Context: an optimization exercise on an open-source flow, tuned for small area, a short achievable clock period and few clock cycles. The choices shown serve that exercise and are no tape-out recipe.
Where RTL was checked, it was by simulation tests only, not by an equivalence proof against the original.
For runs 4 and 5, only the layout was checked, not whether the RTL still works.
No activity file was given, so power comes from the tool's default toggle rates.

--- constraint.sdc ---
create_clock -name core_clock -period 12.0 [get_ports {clk}]
set_input_delay 2.4000 -clock core_clock [delete_from_list [all_inputs] [get_ports {clk}]]
set_output_delay 2.4000 -clock core_clock [all_outputs]
set_load 0.01 [all_outputs]
--- config.mk ---
export PLATFORM = sky130hd
export DESIGN_NAME = multicycle_core
export DESIGN_NICKNAME = multicycle_core
export VERILOG_FILES = /design/flow/design.v
export SDC_FILE = /design/flow/constraint.sdc
export NUM_CORES = 4
export LEC_CHECK = 0
export ABC_CLOCK_PERIOD_IN_PS = 5000
export CAP_MARGIN = 20
export CELL_PAD_IN_SITES_GLOBAL_PLACEMENT = 2
export CORE_MARGIN = 2
export CORE_UTILIZATION = 60
export CTS_BUF_LIST = sky130_fd_sc_hd__clkbuf_16
export CTS_CLUSTER_DIAMETER = 100
export CTS_CLUSTER_SIZE = 28
export PLACE_DENSITY = 0.75
export SETUP_SLACK_MARGIN = 5
export SLEW_MARGIN = 20
export SYNTH_HIERARCHICAL = 1
export SYNTH_MINIMUM_KEEP_SIZE = 0
--- run.sh ---
#!/bin/bash
# synth_recipe.tcl (not shown) runs the flow's synth.tcl, then flattens the netlist and writes it again
# the make line also repeats each setting of config.mk as NAME=value (left out here)
make -C /OpenROAD-flow-scripts/flow DESIGN_CONFIG=/design/flow/config.mk WORK_HOME=/design/flow/orfs CLKGATE_MAP_FILE= SYNTH_SCRIPT=/design/flow/synth_recipe.tcl finish
--- design.v ---
`default_nettype none
module multicycle_core #(
  parameter int DATA_W     = 32,
  parameter int IMEM_DEPTH = 16,
  parameter int DMEM_DEPTH = 16,
  parameter int MAX_INSTR  = 256
) (
  input  logic                          clk,
  input  logic                          rst,
  input  logic                          start,
  output logic                          busy,
  output logic                          done,
  output logic                          err,
  input  logic                          imem_we,
  input  logic [$clog2(IMEM_DEPTH)-1:0] imem_addr,
  input  logic [33:0]                   imem_wdata,
  output logic [$clog2(IMEM_DEPTH)-1:0] pc,
  input  logic [4:0]                    probe_reg_addr,
  output logic [DATA_W-1:0]             probe_reg_data,
  input  logic [$clog2(DMEM_DEPTH)-1:0] probe_dm_addr,
  output logic [DATA_W-1:0]             probe_dm_data
);
  localparam int c_IMEM_AW = $clog2(IMEM_DEPTH);
  localparam int c_DMEM_AW = $clog2(DMEM_DEPTH);
  localparam int c_CNT_W   = $clog2(MAX_INSTR + 1);
  logic                  r_busy;
  logic                  r_done;
  logic                  r_err;
  logic [c_IMEM_AW-1:0]  r_pc;      
  logic [c_CNT_W-1:0]    r_cnt;     
  logic [33:0]           r_ir;      
  logic                  r_go;      
  logic                  r_halt;    
  logic                  r_e_go;
  logic                  r_e_wen;       
  logic                  r_e_mem_write;
  logic                  r_e_load;      
  logic [2:0]            r_e_alu_ctl;
  logic [4:0]            r_e_dest;
  logic [DATA_W-1:0]     r_e_a;
  logic [DATA_W-1:0]     r_e_rt;        
  logic                  r_e_alu_src;   
  logic [15:0]           r_e_imm;
  logic [DATA_W-1:0]     r_e_b;         
  logic [c_DMEM_AW-1:0]  r_e_dm_addr;   
  logic [33:0]           r_imem [IMEM_DEPTH];
  logic [DATA_W-1:0]     r_rf   [1:31];
  logic [31:1]           r_rf_v;
  logic [DATA_W-1:0]     r_dmem [DMEM_DEPTH];
  logic [DMEM_DEPTH-1:0] r_dm_v;
  logic [c_IMEM_AW-1:0]  w_fetch_addr;
  logic [33:0]           w_fetch;
  logic                  w_fetch_halt;
  logic [IMEM_DEPTH-1:0] w_sel_f;
  always_ff @(posedge clk) begin
    if (imem_we && !r_busy) begin
      r_imem[imem_addr] <= imem_wdata;
    end
  end
  assign w_fetch_addr = r_busy ? r_pc : '0;
  always_comb begin
    for (int j = 0; j < IMEM_DEPTH; j++) begin
      w_sel_f[j] = (w_fetch_addr == c_IMEM_AW'(j));
    end
  end
  for (genvar b = 0; b < 34; b++) begin : g_im_rd
    logic [IMEM_DEPTH-1:0] w_col;
    always_comb begin
      for (int j = 0; j < IMEM_DEPTH; j++) w_col[j] = r_imem[j][b];
    end
    mc_ao16 u_rd (.d(w_col), .s(w_sel_f), .y(w_fetch[b]));
  end
  assign w_fetch_halt = (w_fetch == 34'd0);
  logic [4:0]            w_rs;
  logic [4:0]            w_rt;
  logic [4:0]            w_dest;
  logic [DATA_W-1:0]     w_ra;
  logic [DATA_W-1:0]     w_rb;
  logic [DATA_W-1:0]     w_wb_data;
  logic [DATA_W-1:0]     w_opa;
  logic [DATA_W-1:0]     w_opb;
  logic [DATA_W-1:0]     w_bop;
  logic [31:1]           w_sel_a;
  logic [31:1]           w_sel_b;
  logic [3:0]            w_pa_lo;   
  logic [7:0]            w_pa_hi;   
  assign w_rs   = r_ir[25:21];
  assign w_rt   = r_ir[20:16];
  assign w_dest = r_ir[31] ? r_ir[15:11] : r_ir[20:16];
  always_comb begin
    for (int k = 0; k < 4; k++) w_pa_lo[k] = (probe_reg_addr[1:0] == 2'(k));
    for (int k = 0; k < 8; k++) w_pa_hi[k] = (probe_reg_addr[4:2] == 3'(k));
    for (int i = 1; i < 32; i++) begin
      w_sel_a[i] = (r_rf_v[i] && r_busy && (w_rs == 5'(i))) ||
                   (r_rf_v[i] && !r_busy && w_pa_lo[i % 4] && w_pa_hi[i / 4]);
      w_sel_b[i] = r_rf_v[i] && (w_rt == 5'(i));
    end
  end
  for (genvar b = 0; b < DATA_W; b++) begin : g_rf_rd
    logic [31:1] w_col;
    always_comb begin
      for (int i = 1; i < 32; i++) w_col[i] = r_rf[i][b];
    end
    mc_ao31_fast u_ra (.d(w_col), .s(w_sel_a), .y(w_ra[b]));
    mc_ao31      u_rb (.d(w_col), .s(w_sel_b), .y(w_rb[b]));
  end
  assign w_opa = (r_e_go && r_e_wen && (r_e_dest == w_rs)) ? w_wb_data : w_ra;
  assign w_opb = (r_e_go && r_e_wen && (r_e_dest == w_rt)) ? w_wb_data : w_rb;
  assign w_bop = r_ir[30] ? DATA_W'($signed(r_ir[15:0])) : w_opb;
  logic [c_DMEM_AW-1:0]  w_d_dm_addr;
  always_comb begin
    case (r_ir[29:27])
      3'b000:  w_d_dm_addr = w_opa[c_DMEM_AW-1:0] & w_bop[c_DMEM_AW-1:0];
      3'b001:  w_d_dm_addr = w_opa[c_DMEM_AW-1:0] | w_bop[c_DMEM_AW-1:0];
      3'b010:  w_d_dm_addr = w_opa[c_DMEM_AW-1:0] + w_bop[c_DMEM_AW-1:0];
      3'b110:  w_d_dm_addr = w_opa[c_DMEM_AW-1:0] - w_bop[c_DMEM_AW-1:0];
      default: w_d_dm_addr = '0;
    endcase
  end
  logic [DATA_W-1:0]     w_sum;
  logic                  w_lt;
  logic [DATA_W-1:0]     w_alu_y;
  logic                  w_is_slt;
  assign r_e_b    = r_e_alu_src ? DATA_W'($signed(r_e_imm)) : r_e_rt;
  assign w_sum    = r_e_a + (r_e_alu_ctl[2] ? ~r_e_b : r_e_b) + DATA_W'(r_e_alu_ctl[2]);
  assign w_lt     = (r_e_a[DATA_W-1] != r_e_b[DATA_W-1]) ? r_e_a[DATA_W-1] : w_sum[DATA_W-1];
  assign w_is_slt = (r_e_alu_ctl == 3'b111);
  always_comb begin
    case (r_e_alu_ctl)
      3'b000:  w_alu_y = r_e_a & r_e_b;
      3'b001:  w_alu_y = r_e_a | r_e_b;
      3'b010:  w_alu_y = w_sum;
      3'b110:  w_alu_y = w_sum;
      3'b111:  w_alu_y = {{(DATA_W-1){1'b0}}, w_lt};
      default: w_alu_y = '0;
    endcase
  end
  logic [c_DMEM_AW-1:0]  w_dm_raddr;
  logic [DATA_W-1:0]     w_dm_rd;
  logic [DATA_W-1:0]     w_dm_word1;
  logic [DATA_W-1:0]     w_load;
  logic [c_DMEM_AW-1:0]  w_dm_idx;
  logic [DMEM_DEPTH-1:0] w_sel_d;
  assign w_dm_raddr = r_busy ? r_e_dm_addr : probe_dm_addr;
  always_comb begin
    for (int j = 0; j < DMEM_DEPTH; j++) begin
      w_sel_d[j] = r_dm_v[j] && (w_dm_raddr == c_DMEM_AW'(j));
    end
  end
  for (genvar b = 0; b < DATA_W; b++) begin : g_dm_rd
    logic [DMEM_DEPTH-1:0] w_col;
    always_comb begin
      for (int j = 0; j < DMEM_DEPTH; j++) w_col[j] = r_dmem[j][b];
    end
    mc_ao16 u_rd (.d(w_col), .s(w_sel_d), .y(w_dm_rd[b]));
  end
  assign w_dm_word1 = r_dmem[1] & {DATA_W{r_dm_v[1]}};
  assign w_load     = (w_is_slt && w_lt) ? w_dm_word1 : w_dm_rd;
  assign w_dm_idx   = w_is_slt ? c_DMEM_AW'(w_lt) : r_e_dm_addr;
  assign w_wb_data  = r_e_load ? w_load : w_alu_y;
  always_ff @(posedge clk) begin
    for (int i = 1; i < 32; i++) begin
      if (r_e_go && r_e_wen && (r_e_dest == 5'(i))) begin
        r_rf[i] <= w_wb_data;
      end
    end
    for (int j = 0; j < DMEM_DEPTH; j++) begin
      if (r_e_go && r_e_mem_write && (w_dm_idx == c_DMEM_AW'(j))) begin
        r_dmem[j] <= r_e_rt;
      end
    end
  end
  always_ff @(posedge clk or posedge rst) begin
    if (rst) begin
      r_rf_v <= '0;
      r_dm_v <= '0;
    end else begin
      for (int i = 1; i < 32; i++) begin
        if (r_e_go && r_e_wen && (r_e_dest == 5'(i))) begin
          r_rf_v[i] <= 1'b1;
        end
      end
      for (int j = 0; j < DMEM_DEPTH; j++) begin
        if (r_e_go && r_e_mem_write && (w_dm_idx == c_DMEM_AW'(j))) begin
          r_dm_v[j] <= 1'b1;
        end
      end
    end
  end
  always_ff @(posedge clk) begin
    r_e_a         <= w_opa;
    r_e_rt        <= w_opb;
    r_e_alu_src   <= r_ir[30];
    r_e_imm       <= r_ir[15:0];
    r_e_dm_addr   <= w_d_dm_addr;
    r_e_wen       <= r_ir[33] && (w_dest != 5'd0);
    r_e_mem_write <= r_ir[32];
    r_e_load      <= r_ir[26] && !r_ir[32];
    r_e_alu_ctl   <= r_ir[29:27];
    r_e_dest      <= w_dest;
  end
  logic w_issue;    
  logic w_load_ir;  
  assign w_issue   = r_busy && r_go;
  assign w_load_ir = w_issue || (!r_busy && start);
  always_ff @(posedge clk or posedge rst) begin
    if (rst) begin
      r_busy <= 1'b0;
      r_done <= 1'b0;
      r_err  <= 1'b0;
      r_pc   <= '0;
      r_e_go <= 1'b0;
    end else begin
      r_e_go <= w_issue;
      if (!r_busy) begin
        if (start) begin
          r_busy <= 1'b1;
          r_done <= 1'b0;
          r_err  <= 1'b0;
          r_pc   <= c_IMEM_AW'(1);
        end
      end else if (r_go) begin
        r_pc   <= r_pc + c_IMEM_AW'(1);
      end else begin
        r_busy <= 1'b0;
        r_done <= 1'b1;
        r_err  <= !r_halt;
      end
    end
  end
  always_ff @(posedge clk) begin
    if (w_load_ir) begin
      r_ir   <= w_fetch;
      r_halt <= w_fetch_halt;
    end
    if (!r_busy) begin
      r_cnt <= '0;
      r_go  <= !w_fetch_halt;
    end else if (r_go) begin
      r_cnt <= r_cnt + c_CNT_W'(1);
      r_go  <= !w_fetch_halt && (r_cnt != c_CNT_W'(MAX_INSTR - 1));
    end
  end
  assign busy           = r_busy;
  assign done           = r_done;
  assign err            = r_err;
  assign pc             = r_pc;
  assign probe_reg_data = w_ra;
  assign probe_dm_data  = w_dm_rd;
endmodule
module mc_ao31_fast (
  input  logic [30:0] d,
  input  logic [30:0] s,
  output logic        y
);
  logic [3:0] l2;
  logic [1:0] l3;
  for (genvar k = 0; k < 3; k++) begin : g_l2
    mc_ao8 u (.d(d[8*k +: 8]), .s(s[8*k +: 8]), .y(l2[k]));
  end
  mc_ao7   u_l2_3 (.d(d[30:24]), .s(s[30:24]), .y(l2[3]));
  mc_nor2  u_l3_0 (.a(l2[0]), .b(l2[1]), .y(l3[0]));
  mc_nor2  u_l3_1 (.a(l2[2]), .b(l2[3]), .y(l3[1]));
  mc_nand2 u_l4   (.a(l3[0]), .b(l3[1]), .y(y));
endmodule
module mc_ao8 (
  input  logic [7:0] d,
  input  logic [7:0] s,
  output logic       y
);
  assign y = |(d & s);
endmodule
module mc_ao7 (
  input  logic [6:0] d,
  input  logic [6:0] s,
  output logic       y
);
  assign y = |(d & s);
endmodule
module mc_ao31 (
  input  logic [30:0] d,
  input  logic [30:0] s,
  output logic        y
);
  logic [10:0] l1;
  logic [2:0]  l2;
  for (genvar k = 0; k < 10; k++) begin : g_l1
    mc_aoi222 u (.a1(d[3*k]), .a2(s[3*k]), .b1(d[3*k+1]), .b2(s[3*k+1]),
                 .c1(d[3*k+2]), .c2(s[3*k+2]), .y(l1[k]));
  end
  mc_nand2 u_l1_last (.a(d[30]), .b(s[30]), .y(l1[10]));
  mc_nand4 u_l2_0 (.a(l1[0]), .b(l1[1]), .c(l1[2]), .d(l1[3]), .y(l2[0]));
  mc_nand4 u_l2_1 (.a(l1[4]), .b(l1[5]), .c(l1[6]), .d(l1[7]), .y(l2[1]));
  mc_nand3 u_l2_2 (.a(l1[8]), .b(l1[9]), .c(l1[10]), .y(l2[2]));
  mc_or3   u_l3   (.a(l2[0]), .b(l2[1]), .c(l2[2]), .y(y));
endmodule
module mc_ao16 (
  input  logic [15:0] d,
  input  logic [15:0] s,
  output logic        y
);
  logic [5:0] l1;
  logic [1:0] l2;
  for (genvar k = 0; k < 5; k++) begin : g_l1
    mc_aoi222 u (.a1(d[3*k]), .a2(s[3*k]), .b1(d[3*k+1]), .b2(s[3*k+1]),
                 .c1(d[3*k+2]), .c2(s[3*k+2]), .y(l1[k]));
  end
  mc_nand2 u_l1_last (.a(d[15]), .b(s[15]), .y(l1[5]));
  mc_nand3 u_l2_0 (.a(l1[0]), .b(l1[1]), .c(l1[2]), .y(l2[0]));
  mc_nand3 u_l2_1 (.a(l1[3]), .b(l1[4]), .c(l1[5]), .y(l2[1]));
  mc_or2   u_l3   (.a(l2[0]), .b(l2[1]), .y(y));
endmodule
module mc_aoi222 (input logic a1, a2, b1, b2, c1, c2, output logic y);
  assign y = !((a1 && a2) || (b1 && b2) || (c1 && c2));
endmodule
module mc_nand2 (input logic a, b, output logic y);
  assign y = !(a && b);
endmodule
module mc_nand3 (input logic a, b, c, output logic y);
  assign y = !(a && b && c);
endmodule
module mc_nand4 (input logic a, b, c, d, output logic y);
  assign y = !(a && b && c && d);
endmodule
module mc_nor2 (input logic a, b, output logic y);
  assign y = !(a || b);
endmodule
module mc_or2 (input logic a, b, output logic y);
  assign y = a || b;
endmodule
module mc_or3 (input logic a, b, c, output logic y);
  assign y = a || b || c;
endmodule
`default_nettype wire
==> results of run 1 <==
per-module statistics from Yosys, one instance, submodules excluded, excerpt:
module           flops+latches  copies in the design  cell area (sq um)  cells inside
mc_nor2                      0                    64               3.75             1
mc_nand4                     0                    64               6.26             1
mc_ao8                       0                    96               36.3             5
mc_ao7                       0                    32               30.0             4
mc_aoi222                    0                   650               10.0             1
mc_or3                       0                    32               6.26             1
mc_or2                       0                    66               6.26             1
mc_nand2                     0                   130               3.75             1
mc_nand3                     0                   164               5.00             1
multicycle_core           2244                     1              73600          3459
cell families (layout without fill, tap and decap cells):
group / Yosys count / in the layout / synth area share
other: 0 / 5 / 0
AOI/OAI and AO/OA: 1456 / 1456 / 0.140
muxes: 69 / 69 / 0.00869
xor gates and xnor gates: 77 / 77 / 0.00774
adders and majority gates: 67 / 67 / 0.00916
DFF: 2244 / 2244 / 0.758
buffers and inverters: 126 / 640 / 0.00557
and+or+nand+nor: 1198 / 1203 / 0.0706
repair_timing:
| item | 4_1_cts | 5_1_grt |
|---|---|---|
| setup buffers | 75 | 11 |
| setup endpoints to repair | 65 | 49 |
| gates cloned | 19 | 4 |
| gates resized for setup | 439 | 81 |
| pin swaps | 123 | 56 |
sequential cells by signal (all words and copies together) (netlist names), 5 cells and up:
signal / flops
r_rf: 992
r_imem: 544
r_dmem: 512
r_ir: 34
r_e_a: 32
r_e_rt: 32
r_rf_v: 31
r_dm_v: 16
r_e_imm: 16
r_cnt: 9
r_e_dest: 5
placed cells by master (no fill, tap or decap), types with 37 or more instances in the layout:
cell / n
clkdlybuf4s50_1: 48
inv_1: 112
edfxtp_1: 2083
clkbuf_16: 97
or2_1: 37
a22oi_1: 467
or3_1: 45
nor2_1: 95
nand2_1: 230
o21ai_0: 98
nand3_1: 226
ha_1: 43
a222oi_1: 683
a21oi_1: 68
mux2_2: 47
buf_4: 206
dfxtp_1: 102
or2_2: 53
dfrtp_1: 55
xnor2_1: 41
and3_1: 66
nor2_4: 68
nand4_1: 170
buf_12: 49
power breakdown:
group	internal (mW)	switching (mW)	total (mW)	leakage, nW
registers	10.5	0.683	11.2	20.7
clock network	1.44	2.30	3.74	1.53
logic	2.87	5.95	8.82	10.0
total	14.8	8.93	23.8	32.2
critical path, stage by stage:
cell and delay [ps]:
buf_4 140, or3_4 430, o21ai_4 360, and3_4 420
buf_6 140, buf_4 120, a22oi_1 80, nand4_1 210
nor2_4 80, nand2_2 90, buf_2 130
path summary, 6_finish.rpt:
check | start | endpoint | slack (ps) | cells after the start
max | probe_reg_addr[4] | probe_reg_data[20] | 4980 | 11
min | r_ir[9] | r_e_imm[9] | 350 | 0
max reg2reg | r_e_rt[11] | r_e_dm_addr[3] | 5310 | 25
min reg2reg | r_ir[9] | r_e_imm[9] | 350 | 0
max in group asynchronous | rst | r_rf_v[3] | 9200 | 3
min in group asynchronous | rst | r_err | 2180 | 3
stage by stage:
step	util	instances
2_1_floorplan	-	5237
3_3_place_gp	0.643	7370
3_5_place_dp	0.643	7373
4_1_cts	0.675	7632
5_1_grt	0.679	7661
6_report	0.679	7664
cell type report:
| class | count | area [sq um] |
|---|---|---|
| sequential | 2244 | 66100 |
| fill | 9707 | 46200 |
| multi-input combinational | 2872 | 21900 |
| timing repair buffer | 420 | 4420 |
| tap | 1903 | 2380 |
| clock buffer | 93 | 2330 |
| clock inverter | 72 | 355 |
| inverter | 55 | 209 |
| antenna | 5 | 12.5 |
layer usage:
metal  vias up  share of wire
met3       656           0.15
met2      4880           0.45
li1      23800              -
met1     29000           0.36
met4        16          0.042
met5         -        0.00072
==> flow_summary_export.csv, run 1 <==
group,metric,value,unit
yosys,post-synth-top-count-cell,"edfxtp_1",
timing,layout_worst_path_cycle_share,0.585,
yosys,ys_ff_latch,2244,
yosys,synth_top_area_frac,0.718,
timing,finalSetupViolCount,0,
yosys,synth_commonest_cells,"edfxtp_1 (2083), a222oi_1 (683), a22oi_1 (468), nand2_1 (256), nand3_1 (232)",
critical_path,critical_path_class,"input pin to output port",
pwr,power-per-cell-area,243,nW/um^2
yosys,netlist_area,87200,sq um
finish,fin_nets,5780,
timing,finalClockSkew,54.1,ps
cts,path_clk_slew,110,ps
status,outcome,"no timing/DRC/antenna violations",
global_route,grt_pass1_vias,54900,
critical_path,crit_path_end_kind,"output port",
timing,hold_viol_final,0,
yosys,post_synth_num_cell_types,80,
die,dieHeight,385,um
routing,drtIter0Drc,13200,
placement,pre_cts_ws,3680,ps
timing,setup_ws,4980,ps
routing,drc,0,
cts,root_buffer,"clkbuf_16",
die,start_util,0.606,
die,die_area,148000,sq um
critical_path,critPathRequiredTime,9600,ps
finish,area_growth,12.0,%
die,core,144000,sq um
routing,dr.pass1.iters,13,
placement,post-dp-hpwl,164000,um
yosys,yosysWarnings,9,
timing,clock.fmax,142,MHz
timing,max_slew_margin,0.149,
routing,routed_wl,283000,um
timing,period_minus_slack,7020,ps
global_route,grt.overflow.total,0,
flow_run,max_cap_violations,0,
yosys,synth-edff-count,2083,
global_route,gr-usage-met3,0.0878,
yosys,synthCells,5237,
finish,drive_gt1_frac,0.139,
cts,hold_buffers,0,
hold_path,hp-class,"flop to flop",
global_route,met2_usage,0.556,
cts,h-tree-depth,3,
routing,wire_per_inst,37.0,um
global_route,grt_max_degree,56,
yosys,synth_nets,5333,
yosys,synthTopCellsByArea,"edfxtp_1 (72%), a222oi_1 (7.8%), a22oi_1 (4.0%)",
timing,setup_tns,0,ps
global_route,antenna_found_initial,14,
yosys,yosysSeqAreaShare,0.758,
global_route,grt_use_total,0.373,
yosys,syn_avg_cell_area,16.6,sq um
critical_path,cp.arrival,4620,ps
cts,cts_tree,"built",
cts,clock-sinks,2244,
pwr,p_leak,32.2,nW
die,num_rows,139,
finish,fin_area,97600,sq um
placement,gp_congestion,0.920,
pwr,peakVddDrop,0.217,mV
timing,tightest_slew,1280,ps
cts,clk_latency,770,ps
placement,dpl-instance-area,92500,sq um
critical_path,critPathLaunchType,"input pin",
pwr,fin_total_pwr,23.8,mW
routing,ant_nets,0,
global_route,grt_first_pass_wirelength,394000,um
timing,rsz0062_at_grt,"true",
routing,viasPerCell,7.61,
yosys,async_flop_share,0.0245,
routing,vias,58400,
timing,slew_violations,0,
global_route,grt_busiest_layer,"met2",
yosys,yosys_most_used_dff,"edfxtp_1",
cts,cts.path.max_buffers,3,
die,io_pins,122,
global_route,met1_usage,0.543,
timing,timing.hold.ws,345,ps
critical_path,crit_fanout,8,
cts,numCtsBuffers,91,
die,die_x,385,um
yosys,synth_top_cell_by_area,"edfxtp_1",
placement,portBuffers,121,
Testbench counts, summed over its fixed seeds: cycles 31,375.
==> inputs of run 2 (changes only) <==
--- a/design.v
+++ b/design.v
@@ -103,3 +103,3 @@
     end
-    mc_ao31_fast u_ra (.d(w_col), .s(w_sel_a), .y(w_ra[b]));
+    mc_ao31      u_ra (.d(w_col), .s(w_sel_a), .y(w_ra[b]));
     mc_ao31      u_rb (.d(w_col), .s(w_sel_b), .y(w_rb[b]));
@@ -250,31 +250,2 @@
 endmodule
-module mc_ao31_fast (
-  input  logic [30:0] d,
-  input  logic [30:0] s,
-  output logic        y
-);
-  logic [3:0] l2;
-  logic [1:0] l3;
-  for (genvar k = 0; k < 3; k++) begin : g_l2
-    mc_ao8 u (.d(d[8*k +: 8]), .s(s[8*k +: 8]), .y(l2[k]));
-  end
-  mc_ao7   u_l2_3 (.d(d[30:24]), .s(s[30:24]), .y(l2[3]));
-  mc_nor2  u_l3_0 (.a(l2[0]), .b(l2[1]), .y(l3[0]));
-  mc_nor2  u_l3_1 (.a(l2[2]), .b(l2[3]), .y(l3[1]));
-  mc_nand2 u_l4   (.a(l3[0]), .b(l3[1]), .y(y));
-endmodule
-module mc_ao8 (
-  input  logic [7:0] d,
-  input  logic [7:0] s,
-  output logic       y
-);
-  assign y = |(d & s);
-endmodule
-module mc_ao7 (
-  input  logic [6:0] d,
-  input  logic [6:0] s,
-  output logic       y
-);
-  assign y = |(d & s);
-endmodule
 module mc_ao31 (
@@ -324,5 +295,2 @@
 endmodule
-module mc_nor2 (input logic a, b, output logic y);
-  assign y = !(a || b);
-endmodule
 module mc_or2 (input logic a, b, output logic y);
--- a/config.mk
+++ b/config.mk
@@ -13,4 +13,4 @@
 export CTS_BUF_LIST = sky130_fd_sc_hd__clkbuf_16
-export CTS_CLUSTER_DIAMETER = 100
-export CTS_CLUSTER_SIZE = 28
+export CTS_CLUSTER_DIAMETER = 95
+export CTS_CLUSTER_SIZE = 26
 export PLACE_DENSITY = 0.75
==> run 2 against run 1 <==
  * Still clean on timing, DRC and antenna
  * Cell area down 0.30%
  * Utilization about the same
  * Worst hold slack worse by 11 ps
  * Clock power up 3%
  * Critical endpoint is now probe_reg_data[27]
==> flow_summary_export.csv, run 2 <==
group,metric,value,unit
finish,top_regs,"r_rf: 992 flops, r_imem: 544 flops, r_dmem: 512 flops",
timing,slew_violations,0,
pwr,p_int,14.9,mW
yosys,syn_avg_cell_area,17.2,sq um
die,dieHeight,384,um
cts,clock-sinks,2244,
critical_path,crit_buf_inv,3,
routing,routed_wl,292000,um
timing,setup_tns,0,ps
timing,period_minus_slack,7160,ps
finish,layout_commonest_cell,"edfxtp_1",
critical_path,crit_fanout,8,
placement,portBuffers,121,
timing,timing.hold.ws,334,ps
routing,wire_per_inst,39.2,um
yosys,synth_top_cell_by_area,"edfxtp_1",
die,die_x,384,um
cts,hold_buffers,0,
global_route,grt_max_degree,56,
timing,max_slew_margin,0.256,
critical_path,reg2reg_depth,27,
pwr,power-per-cell-area,245,nW/um^2
critical_path,cpLargestDelayFamily,"simple AND/OR/NAND/NOR gates",
yosys,synth_commonest_cells,"edfxtp_1 (2083), a222oi_1 (971), nand2_1 (256), nand3_1 (232), nand4_1 (138)",
yosys,synth_nets,5109,
hold_path,hp-class,"flop to flop",
timing,finalClockSkew,42.8,ps
global_route,grt.overflow.total,0,
timing,hold_viol_final,0,
global_route,grt_use_total,0.388,
routing,drtIter0Drc,13700,
routing,dr.pass1.iters,17,
yosys,async_flop_share,0.0245,
die,core,143000,sq um
critical_path,cp.arrival,4760,ps
yosys,synth_top_area_frac,0.724,
critical_path,max_stage_delay,480,ps
critical_path,worst-path-stages,9,
routing,ant_nets,0,
finish,area_growth,12.6,%
placement,post-dp-hpwl,163000,um
yosys,synthCells,5013,
critical_path,critical_path_class,"input pin to output port",
cts,path_clk_slew,110,ps
critical_path,slowest_stage,"or3_4",
global_route,grt_pass1_vias,54600,
finish,fin_nets,5562,
pwr,switchingPower,8.92,mW
critical_path,critPathLaunchType,"input pin",
cts,h-tree-depth,3,
finish,largest_register,"r_rf",
placement,gp_congestion,0.929,
routing,viasPerCell,7.83,
cts,clk_latency,770,ps
finish,drive_gt1_frac,0.141,
pwr,clockPowerShare,0.161,
yosys,yosysWarnings,9,
critical_path,critPathRequiredTime,9600,ps
yosys,yosys_most_used_dff,"edfxtp_1",
critical_path,crit_path_end_kind,"output port",
yosys,yosysSeqAreaShare,0.764,
die,die_area,147000,sq um
cts,root_buffer,"clkbuf_16",
pwr,pwr-share-seq,0.466,
yosys,ys_ff_latch,2244,
finish,final_cell_mix,"edfxtp_1 (2083), a222oi_1 (971), nand2_1 (254)",
pwr,p_leak,32.3,nW
pwr,peakVddDrop,0.237,mV
routing,drc,0,
pwr,p_comb_frac,0.372,
flow_run,max_cap_violations,0,
die,num_rows,139,
timing,clock.fmax,140,MHz
global_route,antenna_found_initial,24,
yosys,post_synth_num_cell_types,80,
die,start_util,0.603,
cts,cts.path.max_buffers,3,
yosys,synthTopCellsByArea,"edfxtp_1 (72%), a222oi_1 (11%), dfxtp_1 (2.5%)",
pwr,switching_share,0.374,
global_route,grt_first_pass_wirelength,403000,um
hold_path,hold_depth,0,
yosys,netlist_area,86400,sq um
finish,fill_cells,9730,
finish,largest_reg_flops,992,
yosys,synth-edff-count,2083,
cts,numCtsBuffers,96,
routing,vias,58400,
timing,rsz0062_at_grt,"true",
timing,tightest_slew,1110,ps
timing,layout_worst_path_cycle_share,0.596,
yosys,post-synth-top-count-cell,"edfxtp_1",
critical_path,crit_path_cell_trace,"buf_8 -> or3b_4 -> o32ai_4 -> and2_4 -> buf_12 -> a222oi_1 -> nand4_1 -> or3_4 -> buf_6",
cts,cts_tree,"built",
die,io_pins,122,
timing,finalSetupViolCount,0,
status,outcome,"no timing/DRC/antenna violations",
[run 2: changes by cell type after synthesis]
cell	before	now
nor2_1	177	113
or3_1	48	80
a222oi_1	683	971
a22oi_1	468	20
nand4_1	170	138
[run 2: final timing paths]
kind	end	slack [ps]	startpoint
worst max-delay path	probe_reg_data[27]	4840	probe_reg_addr[4]
worst min-delay path	r_e_imm[10]	330	r_ir[10]
worst max register to register	r_e_dm_addr[3]	5250	r_e_alu_src
worst min register to register	r_e_imm[10]	330	r_ir[10]
max in group asynchronous	r_busy	9070	rst
min in group asynchronous	r_rf_v[9]	2180	rst
[run 2: through the flow]
step / cell area [sq um] / instances / util / worst slack (ps) / total power [mW]
2_1_floorplan: 86400 / 5013 / - / 5220 / 15.3
3_3_place_gp: 91800 / 7158 / 0.641 / 3360 / 19.2
3_5_place_dp: 91800 / 7158 / 0.641 / 3340 / 19.3
4_1_cts: 96600 / 7418 / 0.674 / 4950 / 23.4
5_1_grt: 97300 / 7454 / 0.679 / 4850 / 24.5
6_report: 97300 / 7460 / 0.679 / 4840 / 23.9
[run 2: cells by family (layout without fill, tap and decap cells)]
kind of cell | after synthesis | after routing | synth area share
DFF | 2244 | 2244 | 0.764
AOI/OAI and AO/OA | 1296 | 1296 | 0.136
and+or+nand+nor | 1134 | 1134 | 0.0684
buffers and inverters | 126 | 661 | 0.00562
xor gates and xnor gates | 77 | 77 | 0.00780
muxes | 69 | 69 | 0.00876
adders and majority gates | 67 | 67 | 0.00924
other | 0 | 9 | 0
[run 2: modules after synthesis, one instance, submodules excluded, a selection]
module / cells inside / area, sq um / flip-flops and latches / copies in the design
mc_or2: 1 / 6.26 / 0 / 66
mc_nand3: 1 / 5.00 / 0 / 196
mc_or3: 1 / 6.26 / 0 / 64
mc_nand2: 1 / 3.75 / 0 / 130
mc_nand4: 1 / 6.26 / 0 / 128
mc_aoi222: 1 / 10.0 / 0 / 970
multicycle_core: 3459 / 73600 / 2244 / 1
[run 2: cell type report]
cell class | instances | area (sq um) | area share
tap | 1903 | 2380 | 0.0245
timing repair buffer | 426 | 4790 | 0.0493
inverter | 55 | 214 | 0.00220
antenna | 9 | 22.5 | 0.000231
sequential | 2244 | 66100 | 0.679
multi-input combinational | 2643 | 21100 | 0.216
clock inverter | 81 | 334 | 0.00343
clock buffer | 99 | 2480 | 0.0255
[run 2: power groups by stage]
stage | Sequential (mW) | Combinational [mW] | Clock, mW
2_1_floorplan | 10.9 | 4.39 | 0
3_3_place_gp | 11.2 | 7.94 | 0
3_5_place_dp | 11.3 | 8.03 | 0
4_1_cts | 11.1 | 8.48 | 3.85
5_1_grt | 11.2 | 9.25 | 4.11
6_report | 11.1 | 8.88 | 3.84
[run 2: timing repair]
action / 4_1_cts / 5_1_grt
endpoints found under the setup margin: 65 / 52
pin swaps: 278 / 151
setup buffers: 55 / 22
cloned: 25 / 4
gates resized for setup: 485 / 87
[run 2: per-layer routing]
layer,vias up,global-route usage,routed length (um)
met4,20,0.180,15800
li1,23400,-,-
met3,803,0.120,46700
met2,5025,0.562,126000
met1,29200,0.542,103000
met5,-,0.00130,224
[run 2: worst reg2reg max path, cell delays in order, from the launching register on]
cell and delay [ps]:
dfxtp_1 350, buf_6 350, nand2_4 260, o21ai_0 230, xor2_1 120, ha_1 430
nand4_1 190, nor4_4 490, a221oi_1 140, nand2_1 270, mux2i_4 380, a21o_1 170
buf_6 280, a32oi_1 220, o31ai_2 400, inv_1 100, ha_1 290, nand2_1 40
o21ai_0 150, inv_1 90, ha_1 290, a21o_1 170, a21oi_2 260, nand3_1 120
a211oi_1 220, a311oi_1 100, a2111o_1 450, nand3_1 120
Testbench counts of run 2, summed over its fixed seeds: cycles 31,375.
==> inputs of run 3 (changes only) <==
--- a/design.v
+++ b/design.v
@@ -31,4 +31,2 @@
   logic [33:0]           r_ir;      
-  logic                  r_go;      
-  logic                  r_halt;    
   logic                  r_e_go;
@@ -59,3 +57,3 @@
   end
-  assign w_fetch_addr = r_busy ? r_pc : '0;
+  assign w_fetch_addr = r_pc;
   always_comb begin
@@ -73,2 +71,3 @@
   assign w_fetch_halt = (w_fetch == 34'd0);
+  assign r_ir         = w_fetch;
   logic [4:0]            w_rs;
@@ -103,3 +102,3 @@
     end
-    mc_ao31      u_ra (.d(w_col), .s(w_sel_a), .y(w_ra[b]));
+    mc_ao31_fast u_ra (.d(w_col), .s(w_sel_a), .y(w_ra[b]));
     mc_ao31      u_rb (.d(w_col), .s(w_sel_b), .y(w_rb[b]));
@@ -201,6 +200,6 @@
   end
+  logic w_go;       
   logic w_issue;    
-  logic w_load_ir;  
-  assign w_issue   = r_busy && r_go;
-  assign w_load_ir = w_issue || (!r_busy && start);
+  assign w_go      = !w_fetch_halt && (r_cnt != c_CNT_W'(MAX_INSTR));
+  assign w_issue   = r_busy && w_go;
   always_ff @(posedge clk or posedge rst) begin
@@ -219,10 +218,11 @@
           r_err  <= 1'b0;
-          r_pc   <= c_IMEM_AW'(1);
+          r_pc   <= '0;
         end
-      end else if (r_go) begin
-        r_pc   <= r_pc + c_IMEM_AW'(1);
       end else begin
-        r_busy <= 1'b0;
-        r_done <= 1'b1;
-        r_err  <= !r_halt;
+        r_pc   <= r_pc + c_IMEM_AW'(1);
+        if (!w_go) begin
+          r_busy <= 1'b0;
+          r_done <= 1'b1;
+          r_err  <= !w_fetch_halt;
+        end
       end
@@ -231,12 +231,6 @@
   always_ff @(posedge clk) begin
-    if (w_load_ir) begin
-      r_ir   <= w_fetch;
-      r_halt <= w_fetch_halt;
-    end
     if (!r_busy) begin
       r_cnt <= '0;
-      r_go  <= !w_fetch_halt;
-    end else if (r_go) begin
+    end else if (w_go) begin
       r_cnt <= r_cnt + c_CNT_W'(1);
-      r_go  <= !w_fetch_halt && (r_cnt != c_CNT_W'(MAX_INSTR - 1));
     end
@@ -250,2 +244,31 @@
 endmodule
+module mc_ao31_fast (
+  input  logic [30:0] d,
+  input  logic [30:0] s,
+  output logic        y
+);
+  logic [3:0] l2;
+  logic [1:0] l3;
+  for (genvar k = 0; k < 3; k++) begin : g_l2
+    mc_ao8 u (.d(d[8*k +: 8]), .s(s[8*k +: 8]), .y(l2[k]));
+  end
+  mc_ao7   u_l2_3 (.d(d[30:24]), .s(s[30:24]), .y(l2[3]));
+  mc_nor2  u_l3_0 (.a(l2[0]), .b(l2[1]), .y(l3[0]));
+  mc_nor2  u_l3_1 (.a(l2[2]), .b(l2[3]), .y(l3[1]));
+  mc_nand2 u_l4   (.a(l3[0]), .b(l3[1]), .y(y));
+endmodule
+module mc_ao8 (
+  input  logic [7:0] d,
+  input  logic [7:0] s,
+  output logic       y
+);
+  assign y = |(d & s);
+endmodule
+module mc_ao7 (
+  input  logic [6:0] d,
+  input  logic [6:0] s,
+  output logic       y
+);
+  assign y = |(d & s);
+endmodule
 module mc_ao31 (
@@ -295,2 +318,5 @@
 endmodule
+module mc_nor2 (input logic a, b, output logic y);
+  assign y = !(a || b);
+endmodule
 module mc_or2 (input logic a, b, output logic y);
==> run 3 against run 2 <==
  * Cell area grew 1.9%
  * Worst hold slack better by 130 ps
  * Setup slack better by 78 ps
  * Cell count grew 4.1%
  * Combinational power grew 27%
  * Count of clock-buffer cells in the layout decreased by 3
  * Fmax rose by 1.1%
  * Clock power about the same
  * Sequential power shrank 5%
  * Sequential cell count down 36
  * Largest cell class unchanged
==> flow_summary_export.csv, run 3 <==
group,metric,value,unit
pwr,fin_total_pwr,25.7,mW
flow_run,max_cap_violations,0,
cts,numCtsBuffers,96,
critical_path,cp.arrival,4680,ps
yosys,async_flop_share,0.0249,
global_route,grt_max_degree,56,
pwr,p_comb_frac,0.439,
routing,viasPerCell,7.77,
finish,fin_nets,5870,
cts,clk_latency,790,ps
critical_path,slowest_stage,"dfrtp_2",
placement,portBuffers,121,
critical_path,max_stage_delay,440,ps
timing,layout_worst_path_cycle_share,0.590,
timing,max_slew_margin,0.244,
yosys,yosys_most_used_dff,"edfxtp_1",
yosys,netlist_area,86200,sq um
yosys,synthCells,5193,
die,io_pins,122,
routing,routed_wl,305000,um
yosys,synth-edff-count,2048,
finish,largest_reg_flops,992,
placement,dpl-instance-area,91700,sq um
yosys,post_synth_num_cell_types,78,
timing,slew_violations,0,
yosys,yosysSeqAreaShare,0.754,
finish,drive_gt1_frac,0.182,
yosys,synth_nets,5292,
routing,drc,0,
die,die_area,147000,sq um
pwr,peakVddDrop,0.351,mV
global_route,grt.overflow.total,0,
cts,cts_tree,"built",
critical_path,critPathRequiredTime,9600,ps
timing,finalClockSkew,53.1,ps
hold_path,hp-class,"flop to flop",
critical_path,cp_common_cell,"buf_6",
cts,cts.path.max_buffers,3,
finish,multi_input_area,22400,sq um
global_route,antenna_found_initial,24,
yosys,synthTopCellsByArea,"edfxtp_1 (71%), a222oi_1 (7.9%), a22oi_1 (4.0%)",
yosys,yosysWarnings,9,
timing,rsz0062_at_grt,"true",
global_route,grt_use_total,0.403,
pwr,power-per-cell-area,260,nW/um^2
yosys,synth_top_area_frac,0.713,
placement,post-dp-hpwl,164000,um
finish,largest_register,"r_rf",
die,dieHeight,383,um
timing,setup_tns,0,ps
die,start_util,0.602,
finish,fill_cells,9386,
cts,h-tree-depth,3,
yosys,ys_ff_latch,2208,
yosys,syn_avg_cell_area,16.6,sq um
timing,period_minus_slack,7080,ps
pwr,p_leak,33.0,nW
routing,wire_per_inst,39.3,um
cts,root_buffer,"clkbuf_16",
global_route,grt_pass1_vias,56600,
routing,vias,60300,
pwr,switchingPower,10.3,mW
timing,tightest_slew,1100,ps
timing,clock.fmax,141,MHz
critical_path,crit_path_end_kind,"output port",
yosys,post-synth-top-count-cell,"edfxtp_1",
cts,path_clk_slew,100,ps
routing,drtIter0Drc,13200,
yosys,synth_top_cell_by_area,"edfxtp_1",
critical_path,crit_fanout,8,
finish,ff_latch_area,65000,sq um
die,core,143000,sq um
finish,top_regs,"r_rf: 992 flops, r_imem: 544 flops, r_dmem: 512 flops",
pwr,pwr-share-seq,0.411,
finish,layout_commonest_cell,"edfxtp_1",
pwr,clockPowerShare,0.150,
routing,dr.pass1.iters,15,
finish,fin_area,99200,sq um
cts,clock-sinks,2208,
placement,gp_congestion,0.918,
finish,area_growth,15.0,%
die,die_x,383,um
pwr,switching_share,0.399,
critical_path,critical_path_class,"flop to output port",
timing,hold_viol_final,0,
critical_path,crit_path_cell_trace,"buf_6 -> inv_8 -> ha_4 -> and2_4 -> buf_12 -> a222oi_1 -> nand3_1 -> or2_4 -> nand2b_4 -> or3_4 -> o22ai_2 -> and2_4 -> buf_6 -> buf_12 -> buf_6 -> a22oi_2 -> nand4_1 -> nor2_2 -> nand2_4 -> buf_6",
yosys,synth_commonest_cells,"edfxtp_1 (2048), a222oi_1 (682), a22oi_1 (463), nand2_1 (236), nand3_1 (225)",
critical_path,critPathLaunchType,"flop",
status,outcome,"no timing/DRC/antenna violations",
pwr,p_int,15.5,mW
global_route,grt_first_pass_wirelength,418000,um
finish,final_cell_mix,"edfxtp_1 (2048), a222oi_1 (682), a22oi_1 (445)",
routing,ant_nets,0,
timing,finalSetupViolCount,0,
die,num_rows,139,
==> run 3: changes by cell type after synthesis, sizes merged, moves of 8 or more <==
cell,change
nand4,+36
edfxtp,-35
or3,-38
a21o,-10
mux2,+14
xnor2,+8
nand2,-20
a22oi,+443
nor2,+59
nor3,-10
and2,+15
a222oi,-289
a21oi,+10
==> run 3: final timing paths <==
| check | slack (ps) | to | start | cells after the start |
|---|---|---|---|---|
| max | 4920 | probe_reg_data[7] | r_pc[0] | 20 |
| min reg2reg | 470 | r_dm_v[12] | r_dm_v[12] | 1 |
| min in group asynchronous | 2180 | r_pc[1] | rst | 3 |
| max reg2reg | 5090 | r_e_dm_addr[3] | r_pc[1] | 35 |
| min | 470 | r_dm_v[12] | r_dm_v[12] | 1 |
| max in group asynchronous | 9190 | r_dm_v[7] | rst | 3 |
==> run 3: final cells by class <==
| type | instances | share of cell area |
|---|---|---|
| clock inverters | 77 | 0.00440 |
| repair buffers | 550 | 0.0639 |
| inverters | 57 | 0.00223 |
| diodes | 14 | 0.000353 |
| flip-flops and latches | 2208 | 0.655 |
| well taps | 1903 | 0.0240 |
| clock buffers | 96 | 0.0242 |
| multi-input cells | 2858 | 0.225 |
==> run 3: power groups by stage <==
stage	registers, mW	logic [mW]	clock network, mW
final	10.6	11.3	3.86
after global routing	10.6	11.6	4.11
after CTS	10.6	10.3	3.86
after detailed placement	10.7	9.36	0
after global placement	10.7	9.28	0
after floorplan	10.5	4.91	0
==> run 3: cell families after synthesis <==
logic type	count (synthesis)	share of synthesized area
AO/OA/AOI/OAI	1446	0.141
XOR/XNOR	78	0.00793
adder cells (fa/ha/maj)	71	0.00983
buffers and inverters	130	0.00605
flip-flops	2208	0.754
multiplexers	79	0.0104
AND/OR/NAND/NOR	1181	0.0713
==> run 3: routing by layer <==
layer,up-vias,part of all wire,track usage
met5,-,0.0023,0.0205
met2,5419,0.44,0.591
met3,1004,0.16,0.139
met1,30000,0.34,0.545
li1,23900,-,-
met4,36,0.058,0.184
==> run 3: what timing repair did <==
item,4_1_cts,5_1_grt
endpoints found under the hold margin,0,0
pin swaps,190,202
gates resized for setup,582,222
buffers inserted,127,54
endpoints found under the setup margin,65,56
hold buffers,0,0
cloned,38,8
==> run 3: worst max-delay path: cells and delay by family (launching register included) <==
family	cells	cell delay [ps]
adders and majority gates	1	160
DFF	1	440
and+or+nand+nor	9	1810
buffers and inverters	7	850
AOI/OAI and AO/OA	3	620
==> run 3: stage by stage <==
stage | hold slack [ps] | worst slack, ps | std cells | utilization
4_1_cts | 468 | 4940 | 7683 | 0.684
2_1_floorplan | 430 | 4960 | 5193 | -
3_3_place_gp | 442 | 3570 | 7342 | 0.640
3_5_place_dp | 443 | 3550 | 7345 | 0.640
6_report | 467 | 4920 | 7763 | 0.693
5_1_grt | 477 | 4840 | 7751 | 0.693
==> run 3: modules after synthesis (local to each module, per instance), excerpt <==
module / flops+latches / cell area (sq um)
mc_ao8: 0 / 36.3
mc_nor2: 0 / 3.75
mc_or2: 0 / 6.26
mc_or3: 0 / 6.26
multicycle_core: 2208 / 72700
mc_nand4: 0 / 6.26
mc_ao7: 0 / 30.0
mc_nand3: 0 / 5.00
mc_nand2: 0 / 3.75
Testbench counts of run 3, summed over its fixed seeds: cycles 31,375.
==> inputs of run 4 (changes only) <==
--- a/design.v
+++ b/design.v
@@ -31,2 +31,4 @@
   logic [33:0]           r_ir;      
+  logic                  r_go;      
+  logic                  r_halt;    
   logic                  r_e_go;
@@ -57,3 +59,3 @@
   end
-  assign w_fetch_addr = r_pc;
+  assign w_fetch_addr = r_busy ? r_pc : '0;
   always_comb begin
@@ -71,3 +73,2 @@
   assign w_fetch_halt = (w_fetch == 34'd0);
-  assign r_ir         = w_fetch;
   logic [4:0]            w_rs;
@@ -81,3 +82,6 @@
   logic [DATA_W-1:0]     w_bop;
-  logic [31:1]           w_sel_a;
+  logic [31:1]           w_sel_a_lo;    
+  logic [31:1]           w_sel_a_hi;    
+  logic [31:1]           w_gr_a;        
+  logic [31:1]           w_gp_a;        
   logic [31:1]           w_sel_b;
@@ -92,4 +96,4 @@
     for (int i = 1; i < 32; i++) begin
-      w_sel_a[i] = (r_rf_v[i] && r_busy && (w_rs == 5'(i))) ||
-                   (r_rf_v[i] && !r_busy && w_pa_lo[i % 4] && w_pa_hi[i / 4]);
+      w_gr_a[i]  = r_rf_v[i] && r_busy && (w_rs == 5'(i));
+      w_gp_a[i]  = r_rf_v[i] && !r_busy;
       w_sel_b[i] = r_rf_v[i] && (w_rt == 5'(i));
@@ -97,2 +101,8 @@
   end
+  for (genvar i = 1; i < 32; i++) begin : g_sel_a
+    mc_a31o u_lo (.a1(w_pa_lo[i % 4]), .a2(w_pa_hi[i / 4]), .a3(w_gp_a[i]), .b1(w_gr_a[i]),
+                  .y(w_sel_a_lo[i]));
+    mc_a31o u_hi (.a1(w_pa_lo[i % 4]), .a2(w_pa_hi[i / 4]), .a3(w_gp_a[i]), .b1(w_gr_a[i]),
+                  .y(w_sel_a_hi[i]));
+  end
   for (genvar b = 0; b < DATA_W; b++) begin : g_rf_rd
@@ -102,3 +112,3 @@
     end
-    mc_ao31_fast u_ra (.d(w_col), .s(w_sel_a), .y(w_ra[b]));
+    mc_ao31_fast u_ra (.d(w_col), .s((b < DATA_W / 2) ? w_sel_a_lo : w_sel_a_hi), .y(w_ra[b]));
     mc_ao31      u_rb (.d(w_col), .s(w_sel_b), .y(w_rb[b]));
@@ -141,9 +151,22 @@
   logic [c_DMEM_AW-1:0]  w_dm_idx;
-  logic [DMEM_DEPTH-1:0] w_sel_d;
-  assign w_dm_raddr = r_busy ? r_e_dm_addr : probe_dm_addr;
+  logic [DMEM_DEPTH-1:0] w_sel_d_lo;    
+  logic [DMEM_DEPTH-1:0] w_sel_d_hi;    
+  logic [DMEM_DEPTH-1:0] w_gr_d;        
+  logic [DMEM_DEPTH-1:0] w_gp_d;        
+  logic [3:0]            w_pd_lo;       
+  logic [3:0]            w_pd_hi;       
   always_comb begin
+    for (int k = 0; k < 4; k++) w_pd_lo[k] = (probe_dm_addr[1:0] == 2'(k));
+    for (int k = 0; k < 4; k++) w_pd_hi[k] = (probe_dm_addr[3:2] == 2'(k));
     for (int j = 0; j < DMEM_DEPTH; j++) begin
-      w_sel_d[j] = r_dm_v[j] && (w_dm_raddr == c_DMEM_AW'(j));
+      w_gr_d[j] = r_dm_v[j] && r_busy && (r_e_dm_addr == c_DMEM_AW'(j));
+      w_gp_d[j] = r_dm_v[j] && !r_busy;
     end
   end
+  for (genvar j = 0; j < DMEM_DEPTH; j++) begin : g_sel_d
+    mc_a31o u_lo (.a1(w_pd_lo[j % 4]), .a2(w_pd_hi[j / 4]), .a3(w_gp_d[j]), .b1(w_gr_d[j]),
+                  .y(w_sel_d_lo[j]));
+    mc_a31o u_hi (.a1(w_pd_lo[j % 4]), .a2(w_pd_hi[j / 4]), .a3(w_gp_d[j]), .b1(w_gr_d[j]),
+                  .y(w_sel_d_hi[j]));
+  end
   for (genvar b = 0; b < DATA_W; b++) begin : g_dm_rd
@@ -153,3 +176,3 @@
     end
-    mc_ao16 u_rd (.d(w_col), .s(w_sel_d), .y(w_dm_rd[b]));
+    mc_ao16_fast u_rd (.d(w_col), .s((b < DATA_W / 2) ? w_sel_d_lo : w_sel_d_hi), .y(w_dm_rd[b]));
   end
@@ -200,6 +223,6 @@
   end
-  logic w_go;       
   logic w_issue;    
-  assign w_go      = !w_fetch_halt && (r_cnt != c_CNT_W'(MAX_INSTR));
-  assign w_issue   = r_busy && w_go;
+  logic w_load_ir;  
+  assign w_issue   = r_busy && r_go;
+  assign w_load_ir = w_issue || (!r_busy && start);
   always_ff @(posedge clk or posedge rst) begin
@@ -218,11 +241,10 @@
           r_err  <= 1'b0;
-          r_pc   <= '0;
+          r_pc   <= c_IMEM_AW'(1);
         end
-      end else begin
+      end else if (r_go) begin
         r_pc   <= r_pc + c_IMEM_AW'(1);
-        if (!w_go) begin
-          r_busy <= 1'b0;
-          r_done <= 1'b1;
-          r_err  <= !w_fetch_halt;
-        end
+      end else begin
+        r_busy <= 1'b0;
+        r_done <= 1'b1;
+        r_err  <= !r_halt;
       end
@@ -231,6 +253,12 @@
   always_ff @(posedge clk) begin
+    if (w_load_ir) begin
+      r_ir   <= w_fetch;
+      r_halt <= w_fetch_halt;
+    end
     if (!r_busy) begin
       r_cnt <= '0;
-    end else if (w_go) begin
+      r_go  <= !w_fetch_halt;
+    end else if (r_go) begin
       r_cnt <= r_cnt + c_CNT_W'(1);
+      r_go  <= !w_fetch_halt && (r_cnt != c_CNT_W'(MAX_INSTR - 1));
     end
@@ -259,2 +287,12 @@
 endmodule
+module mc_ao16_fast (
+  input  logic [15:0] d,
+  input  logic [15:0] s,
+  output logic        y
+);
+  logic [1:0] l2;
+  mc_ao8 u_l2_0 (.d(d[7:0]),  .s(s[7:0]),  .y(l2[0]));
+  mc_ao8 u_l2_1 (.d(d[15:8]), .s(s[15:8]), .y(l2[1]));
+  mc_or2 u_l3   (.a(l2[0]), .b(l2[1]), .y(y));
+endmodule
 module mc_ao8 (
@@ -309,2 +347,5 @@
 endmodule
+module mc_a31o (input logic a1, a2, a3, b1, output logic y);
+  assign y = (a1 && a2 && a3) || b1;
+endmodule
 module mc_nand2 (input logic a, b, output logic y);
--- a/config.mk
+++ b/config.mk
@@ -11,7 +11,7 @@
 export CORE_MARGIN = 2
-export CORE_UTILIZATION = 60
+export CORE_UTILIZATION = 50
 export CTS_BUF_LIST = sky130_fd_sc_hd__clkbuf_16
-export CTS_CLUSTER_DIAMETER = 95
-export CTS_CLUSTER_SIZE = 26
-export PLACE_DENSITY = 0.75
+export CTS_CLUSTER_DIAMETER = 80
+export CTS_CLUSTER_SIZE = 20
+export PLACE_DENSITY = 0.65
 export SETUP_SLACK_MARGIN = 5
==> run 4 against run 3 <==
  * Synthesized cell count is 4.2% higher
  * Cell area increased by 1.6%
  * Fmax rose by 1.4%
  * Total power is 9.0% lower
  * Critical endpoint unchanged
  * Count of clock-buffer cells in the layout rose by 44
  * Largest power group is now sequential cells
  * Critical path type is now input pin to output port
  * Sequential share of layout area hardly changed
  * Sequential cell count grew 36
  * Highest routed layer unchanged
  * Cell count up 7.0%
  * Die area increased by 23%
  * Global-route usage fell by 7.9 points
==> flow_summary_export.csv, run 4 <==
group,metric,value,unit
status,outcome,"no timing/DRC/antenna violations",
die,core,176000,sq um
finish,top_regs,"r_rf: 992 flops, r_imem: 544 flops, r_dmem: 512 flops",
pwr,switching_share,0.364,
routing,drc,0,
pwr,pwr-share-seq,0.469,
global_route,met2_usage,0.501,
timing,max_slew_margin,0.230,
timing,tightest_slew,1150,ps
finish,largest_reg_flops,992,
routing,routed_wl,299000,um
yosys,post_synth_num_cell_types,74,
routing,vias,59100,
timing,slew_violations,0,
yosys,synth_nets,5505,
global_route,grt_first_pass_wirelength,417000,um
yosys,synth_simple_gate_area_frac,0.0740,
placement,post-dp-hpwl,180000,um
pwr,switchingPower,8.53,mW
yosys,netlist_area,88300,sq um
routing,viasPerCell,7.11,
yosys,syn_avg_cell_area,16.3,sq um
finish,fin_area,101000,sq um
critical_path,critPathLaunchType,"input pin",
routing,ant_nets,0,
routing,drtIter0Drc,10800,
yosys,synth_compound_area_frac,0.147,
yosys,synthCells,5409,
timing,setup_ws,5020,ps
yosys,post-synth-top-count-cell,"edfxtp_1",
timing,timing.hold.ws,342,ps
finish,drive_gt1_frac,0.151,
yosys,synth_fa_ha_area_frac,0.00916,
yosys,synthTopCellsByArea,"edfxtp_1 (71%), a22oi_1 (6.1%), a222oi_1 (5.9%)",
placement,pre_cts_ws,3500,ps
die,num_rows,154,
cts,clk_latency,830,ps
cts,cts_tree,"built",
global_route,gr-usage-met3,0.0505,
critical_path,critical_path_class,"input pin to output port",
finish,finish.utilization,0.573,
yosys,synth_commonest_cells,"edfxtp_1 (2083), a22oi_1 (718), a222oi_1 (523), nand2_1 (253), nand4_1 (239)",
finish,finalNonFillerCells,8308,
critical_path,crit_fanout,11,
yosys,async_flop_share,0.0245,
finish,fill_cells,13700,
global_route,antenna_found_initial,11,
global_route,grt_max_degree,56,
critical_path,cp.arrival,4580,ps
cts,path_clk_slew,80,ps
cts,cts.path.max_buffers,3,
cts,root_buffer,"clkbuf_16",
timing,setup_tns,0,ps
die,die_x,424,um
critical_path,crit_path_end_kind,"output port",
finish,area_growth,14.2,%
global_route,grt.overflow.total,0,
timing,layout_worst_path_cycle_share,0.582,
routing,wire_per_inst,36.0,um
yosys,yosysSeqAreaShare,0.748,
yosys,synth_top_family_by_area,"compound AO/OA/AOI/OAI gates",
die,dieHeight,424,um
placement,place_inst,7964,
global_route,grt_busiest_layer,"met2",
finish,fin_nets,5965,
die,io_pins,122,
yosys,synth_top_cell_by_area,"edfxtp_1",
cts,numCtsBuffers,139,
timing,rsz0062_at_grt,"true",
yosys,yosysWarnings,9,
timing,clock.fmax,143,MHz
global_route,grt_use_total,0.325,
finish,final_cell_mix,"edfxtp_1 (2083), a22oi_1 (691), a222oi_1 (523)",
yosys,synthXorXnorAreaFrac,0.00843,
hold_path,hp-class,"flop to flop",
timing,finalClockSkew,45.1,ps
pwr,p_int,14.9,mW
yosys,yosys_most_used_dff,"edfxtp_1",
global_route,met1_usage,0.474,
finish,largest_register,"r_rf",
placement,portBuffers,121,
routing,dr.pass1.iters,13,
yosys,synth_top_area_frac,0.709,
pwr,p_comb_frac,0.323,
pwr,peakVddDrop,0.174,mV
cts,clock-sinks,2244,
critical_path,critPathRequiredTime,9600,ps
pwr,power-per-cell-area,232,nW/um^2
flow_run,max_cap_violations,0,
yosys,ys_ff_latch,2244,
placement,gp_congestion,0.930,
yosys,synth_mux_area_frac,0.00807,
timing,period_minus_slack,6980,ps
timing,hold_viol_final,0,
die,start_util,0.502,
die,die_area,180000,sq um
pwr,clockPowerShare,0.208,
cts,h-tree-depth,4,
timing,finalSetupViolCount,0,
pwr,fin_total_pwr,23.4,mW
placement,dpl-instance-area,94000,sq um
finish,layout_commonest_cell,"edfxtp_1",
pwr,p_leak,33.3,nW
cts,hold_buffers,0,
yosys,synth-edff-count,2083,
global_route,grt_pass1_vias,56200,
-- run 4: cell count changes after synthesis, moves of 27 or more --
cell      before   now
edfxtp_1    2048  2083
o21ai_0      109    75
a22oi_1      463   718
nand4_1      174   239
nor2b_1       12    64
a21oi_1       80    53
a222oi_1     682   523
nand3_1      225   174
a31o_1         0    94
-- run 4: final cells by class --
cell class / instances / area [sq um] / share of cell area
Inverter: 53 / 199 / 0.00197
Multi-Input combinational cell: 3062 / 24000 / 0.238
Tap cell: 2340 / 2930 / 0.0291
Antenna cell: 9 / 22.5 / 0.000224
Sequential cell: 2244 / 66100 / 0.656
Clock inverter: 91 / 697 / 0.00692
Timing Repair Buffer: 369 / 3350 / 0.0333
Clock buffer: 140 / 3500 / 0.0348
-- run 4: worst max-delay path, cell delays in order --
cell           delay [ps]
buf_2                 210
nor3b_4               200
buf_12                170
a31o_4                310
buf_12                160
a22oi_1               210
nand4_1               230
nor2_2                220
nand2_1               130
dlygate4sd2_1         310
-- run 4: logic make-up after synthesis --
kind of cell	Yosys count
multiplexers	63
AND/OR/NAND/NOR	1257
adder cells (fa/ha/maj)	68
buffers and inverters	119
XOR/XNOR	85
flip-flops	2244
AO/OA/AOI/OAI	1573
-- run 4: layer usage --
layer  wire length, um  part of all wire
met5                34           0.00011
met2            137000              0.46
met4             10700             0.036
met1            120000              0.40
met3             31000              0.10
-- run 4: timing repair --
item / in CTS / in global routing
hold endpoints to repair: 0 / 0
setup buffers: 79 / 6
gates resized for setup: 423 / 56
pin swaps: 115 / 53
setup endpoints to repair: 65 / 41
gates cloned: 16 / 2
-- run 4: final timing paths --
kind,from,to,slack (ps),depth (start not counted)
worst max-delay path,probe_reg_addr[2],probe_reg_data[7],5020,10
worst min-delay path,r_ir[8],r_e_imm[8],340,0
worst max register to register,r_e_alu_src,r_e_dm_addr[3],5160,22
worst min register to register,r_ir[8],r_e_imm[8],340,0
max in group asynchronous,rst,r_busy,9100,3
min in group asynchronous,rst,r_pc[3],2160,3
-- run 4: power by group through the flow --
stage | logic [mW] | registers (mW) | clock network [mW]
2_1_floorplan | 3.87 | 10.8 | 0
3_3_place_gp | 7.24 | 11.1 | 0
3_5_place_dp | 7.29 | 11.2 | 0
4_1_cts | 7.47 | 11.0 | 4.93
5_1_grt | 7.99 | 11.0 | 5.21
6_report | 7.57 | 11.0 | 4.86
-- run 4: modules after synthesis (local to each module, per instance), excerpt --
module / flops+latches / copies in the design / cells
mc_nor2: 0 / 64 / 1
mc_or3: 0 / 32 / 1
mc_or2: 0 / 66 / 1
mc_ao7: 0 / 32 / 4
mc_aoi222: 0 / 490 / 1
mc_nand3: 0 / 100 / 1
mc_ao8: 0 / 160 / 5
mc_a31o: 0 / 94 / 1
multicycle_core: 2244 / 1 / 3473
==> inputs of run 5 (changes only) <==
==> flow/run.sh (new file) <==
#!/bin/bash
set -euo pipefail
MARGIN=${MARGIN:-6.0}
bash standard.sh SETUP_SLACK_MARGIN=$MARGIN MATCH_CELL_FOOTPRINT=0 finish > standard.log 2>&1
==> standard.sh (new file) <==
#!/bin/bash
# synth_recipe.tcl (not shown) runs the flow's synth.tcl, then flattens the netlist and writes it again
# the make line also repeats each setting of config.mk as NAME=value (left out here)
make -C /OpenROAD-flow-scripts/flow DESIGN_CONFIG=/design/flow/config.mk WORK_HOME=/design/flow/orfs CLKGATE_MAP_FILE= SYNTH_SCRIPT=/design/flow/synth_recipe.tcl "${@:-finish}"
--- a/config.mk
+++ b/config.mk
@@ -16,3 +16,2 @@
 export PLACE_DENSITY = 0.65
-export SETUP_SLACK_MARGIN = 5
 export SLEW_MARGIN = 20
removed: run.sh
==> run 5 against run 4 <==
  * Still clean
  * Setup slack improved by 250 ps
  * Non-clock buffer count increased by 225
  * Via count increased by 3.1%
  * Total power increased by 3.6%
  * Worst hold slack improved by 2.7 ps
  * Cell count increased by 2.9%
  * Fmax increased by 3.7%
  * Combinational power increased by about 10%
  * Synthesized cell count unchanged
  * Count of clock-buffer cells in the layout increased by 4
  * Critical path type unchanged
  * Largest power group unchanged
==> flow_summary_export.csv, run 5 <==
group,metric,value,unit
status,outcome,"no timing/DRC/antenna violations",
finish,finalNonFillerCells,8547,
cts,h-tree-depth,4,
finish,layout_commonest_cell,"edfxtp_1",
yosys,synth_top_area_frac,0.709,
cts,numCtsBuffers,142,
routing,vias,60900,
die,io_pins,122,
global_route,grt_first_pass_wirelength,430000,um
global_route,grt.overflow.total,0,
critical_path,slowest_stage,"a31o_4",
critical_path,max_stage_delay,300,ps
yosys,synth_top_cell_by_area,"edfxtp_1",
finish,multi_input_area,25500,sq um
pwr,p_leak,35.0,nW
timing,layout_worst_path_cycle_share,0.561,
routing,ant_nets,0,
placement,gp_congestion,0.907,
cts,root_buffer,"clkbuf_16",
finish,top_regs,"r_rf: 992 flops, r_imem: 544 flops, r_dmem: 512 flops",
yosys,synth_nets,5505,
finish,fin_nets,6215,
global_route,grt_use_total,0.335,
yosys,yosysSeqAreaShare,0.748,
timing,max_slew_margin,0.180,
die,dieHeight,424,um
yosys,synthTopCellsByArea,"edfxtp_1 (71%), a22oi_1 (6.1%), a222oi_1 (5.9%)",
finish,fill_cells,13300,
global_route,grt_pass1_vias,57600,
finish,finish.utilization,0.598,
routing,viasPerCell,7.13,
cts,clock-sinks,2244,
die,die_x,424,um
flow_run,max_cap_violations,0,
die,core,176000,sq um
hold_path,hold_start,"r_ir[6]",
finish,largest_register,"r_rf",
timing,setup_ws,5270,ps
yosys,synth_commonest_cells,"edfxtp_1 (2083), a22oi_1 (718), a222oi_1 (523), nand2_1 (253), nand4_1 (239)",
critical_path,crit_path_cell_trace,"buf_8 -> nor2b_4 -> buf_12 -> buf_8 -> a31o_4 -> buf_6 -> a22oi_2 -> nand4_1 -> nor2_4 -> nand2_4 -> buf_6",
yosys,post-synth-top-count-cell,"edfxtp_1",
timing,slew_violations,0,
yosys,yosys_most_used_dff,"edfxtp_1",
finish,drive_gt1_frac,0.234,
placement,portBuffers,121,
die,start_util,0.502,
yosys,post_synth_num_cell_types,74,
critical_path,critPathLaunchType,"input pin",
timing,finalSetupViolCount,0,
die,num_rows,154,
routing,dr.pass1.iters,13,
finish,largest_reg_flops,992,
routing,drtIter0Drc,12400,
pwr,peakVddDrop,0.166,mV
yosys,synthCells,5409,
cts,cts_tree,"built",
yosys,ys_ff_latch,2244,
cts,clk_latency,830,ps
timing,tightest_slew,1230,ps
timing,finalClockSkew,32.6,ps
yosys,syn_avg_cell_area,16.3,sq um
timing,hold_viol_final,0,
timing,rsz0062_at_grt,"true",
yosys,netlist_area,88300,sq um
hold_path,hp-class,"flop to flop",
critical_path,crit_fanout,7,
pwr,power-per-cell-area,231,nW/um^2
global_route,grt_max_degree,56,
critical_path,critical_path_class,"input pin to output port",
finish,ff_latch_area,66100,sq um
critical_path,cp-startpoint,"probe_reg_addr[0]",
cts,cts.path.max_buffers,3,
placement,place_inst,7960,
critical_path,crit_path_end_kind,"output port",
routing,routed_wl,313000,um
critical_path,rr_startpoint,"r_busy",
timing,setup_tns,0,ps
die,die_area,180000,sq um
yosys,async_flop_share,0.0245,
routing,drc,0,
critical_path,cp.arrival,4330,ps
cts,path_clk_slew,80,ps
critical_path,critPathRequiredTime,9600,ps
placement,pre_cts_ws,3580,ps
yosys,yosysWarnings,9,
routing,wire_per_inst,36.6,um
timing,clock.fmax,148,MHz
finish,area_growth,19.0,%
placement,post-dp-hpwl,182000,um
global_route,antenna_found_initial,13,
finish,final_cell_mix,"edfxtp_1 (2083), a22oi_1 (527), a222oi_1 (523)",
yosys,synth-edff-count,2083,
timing,period_minus_slack,6730,ps
## run 5: report_power, final
part           leakage (nW)  total, mW  internal, mW  switching (mW)
Clock                  2.19       4.89          2.25            2.64
Combinational          12.1       8.35          2.79            5.56
Sequential             20.7       11.0          10.4           0.669
Total                  35.0       24.3          15.4            8.87
## run 5: through the flow
| stage | area (sq um) | hold WS (ps) | power [mW] |
|---|---|---|---|
| after floorplan | 88300 | 323 | 14.7 |
| after global placement | 94000 | 328 | 18.4 |
| after detailed placement | 94000 | 327 | 18.5 |
| after CTS | 104000 | 347 | 24.0 |
| after global routing | 105000 | 354 | 25.1 |
| final | 105000 | 345 | 24.3 |
## run 5: layout make-up
type,instances,share of cell area
sequential,2244,0.629
multi-input combinational,3084,0.243
timing repair buffer,594,0.0576
clock buffer,144,0.0343
tap,2340,0.0279
clock inverter,80,0.00593
inverter,53,0.00189
antenna,8,0.000191
## run 5: logic make-up (layout without fill, tap and decap cells)
kind of cell | after synthesis | in the layout | share of synthesized area
flops | 2244 | 2244 | 0.748
compound gates | 1573 | 1610 | 0.147
simple gates | 1257 | 1258 | 0.0740
buf+inv | 119 | 871 | 0.00520
xor+xnor | 85 | 85 | 0.00843
fa+ha+maj | 68 | 68 | 0.00916
mux | 63 | 63 | 0.00807
other cells | 0 | 8 | 0
## run 5: repair_timing
item | in CTS | in global routing
pin swaps | 286 | 163
resized for setup | 890 | 140
setup endpoints to repair | 472 | 160
gates cloned | 36 | 14
hold buffers | 0 | 0
setup buffers | 267 | 33
## run 5: path summary, 6_finish.rpt
| kind | cells after the start | end | slack, ps |
|---|---|---|---|
| min | 0 | r_e_imm[6] | 350 |
| min in group asynchronous | 3 | r_pc[2] | 2140 |
| min reg2reg | 0 | r_e_imm[6] | 350 |
| max in group asynchronous | 3 | r_busy | 9100 |
| max reg2reg | 36 | r_e_a[27] | 5840 |
| max | 11 | probe_reg_data[6] | 5270 |
## run 5: Yosys stat by module (local to each module, per instance), a selection
module,times used,flops+latches
mc_nand2,98,0
mc_nor2,64,0
mc_ao7,32,0
mc_nand3,100,0
multicycle_core,1,2244
mc_aoi222,490,0
mc_or2,66,0
mc_or3,32,0
mc_nand4,64,0
mc_ao8,160,0
mc_a31o,94,0
## run 5: layer usage
layer  track usage  vias up  share of wire
li1              -    25000              -
met1         0.490    31000           0.40
met2         0.504     4231           0.44
met3        0.0660      616           0.12
met4         0.119       10          0.040
met5             0        -        0.00022
## run 5: critical path, delay by kind of cell
kind                   cells  cell delay (ps)
AO/OA/AOI/OAI              2              460
AND/OR/NAND/NOR            4              750
buffers and inverters      5              690

==> what the ideal ports hide <==
In the flow no input, the clock included, has a driving cell. The finished layouts below were timed again as built, in two steps. Step 1: set_driving_cell puts a clkbuf_16 on clk and a buf_2 on each other input, an assumption about the parent block. Step 2, shift: input delay + t, output delay - t, t = (earliest + latest rising clock arrival at the registers) / 2. This alone moves slack from input paths to output paths. Three values: no drivers, after step 1, after step 2; two values: the first two.
run	t, ns	setup slack, ns	latest minus earliest clock arrival (ns)	worst slew at a driven data input, ns	cell pins on the clock port's net
run 1	0.830	4.976 / 4.955 / 4.287	0.055 / 0.055	0.13	1
run 2	0.843	4.843 / 4.805 / 4.496	0.046 / 0.045	0.13	1
run 3	0.851	4.921 / 4.835 / 4.433	0.056 / 0.056	0.13	1
run 4	0.897	5.019 / 4.978 / 5.000	0.045 / 0.045	0.13	1
run 5	0.903	5.265 / 5.179 / 4.433	0.033 / 0.033	0.17	1
After both steps every run listed still meets setup and hold. The setup slack of run 5, which loses most, moves by -0.086 ns with the drivers and by -0.832 ns with both steps.
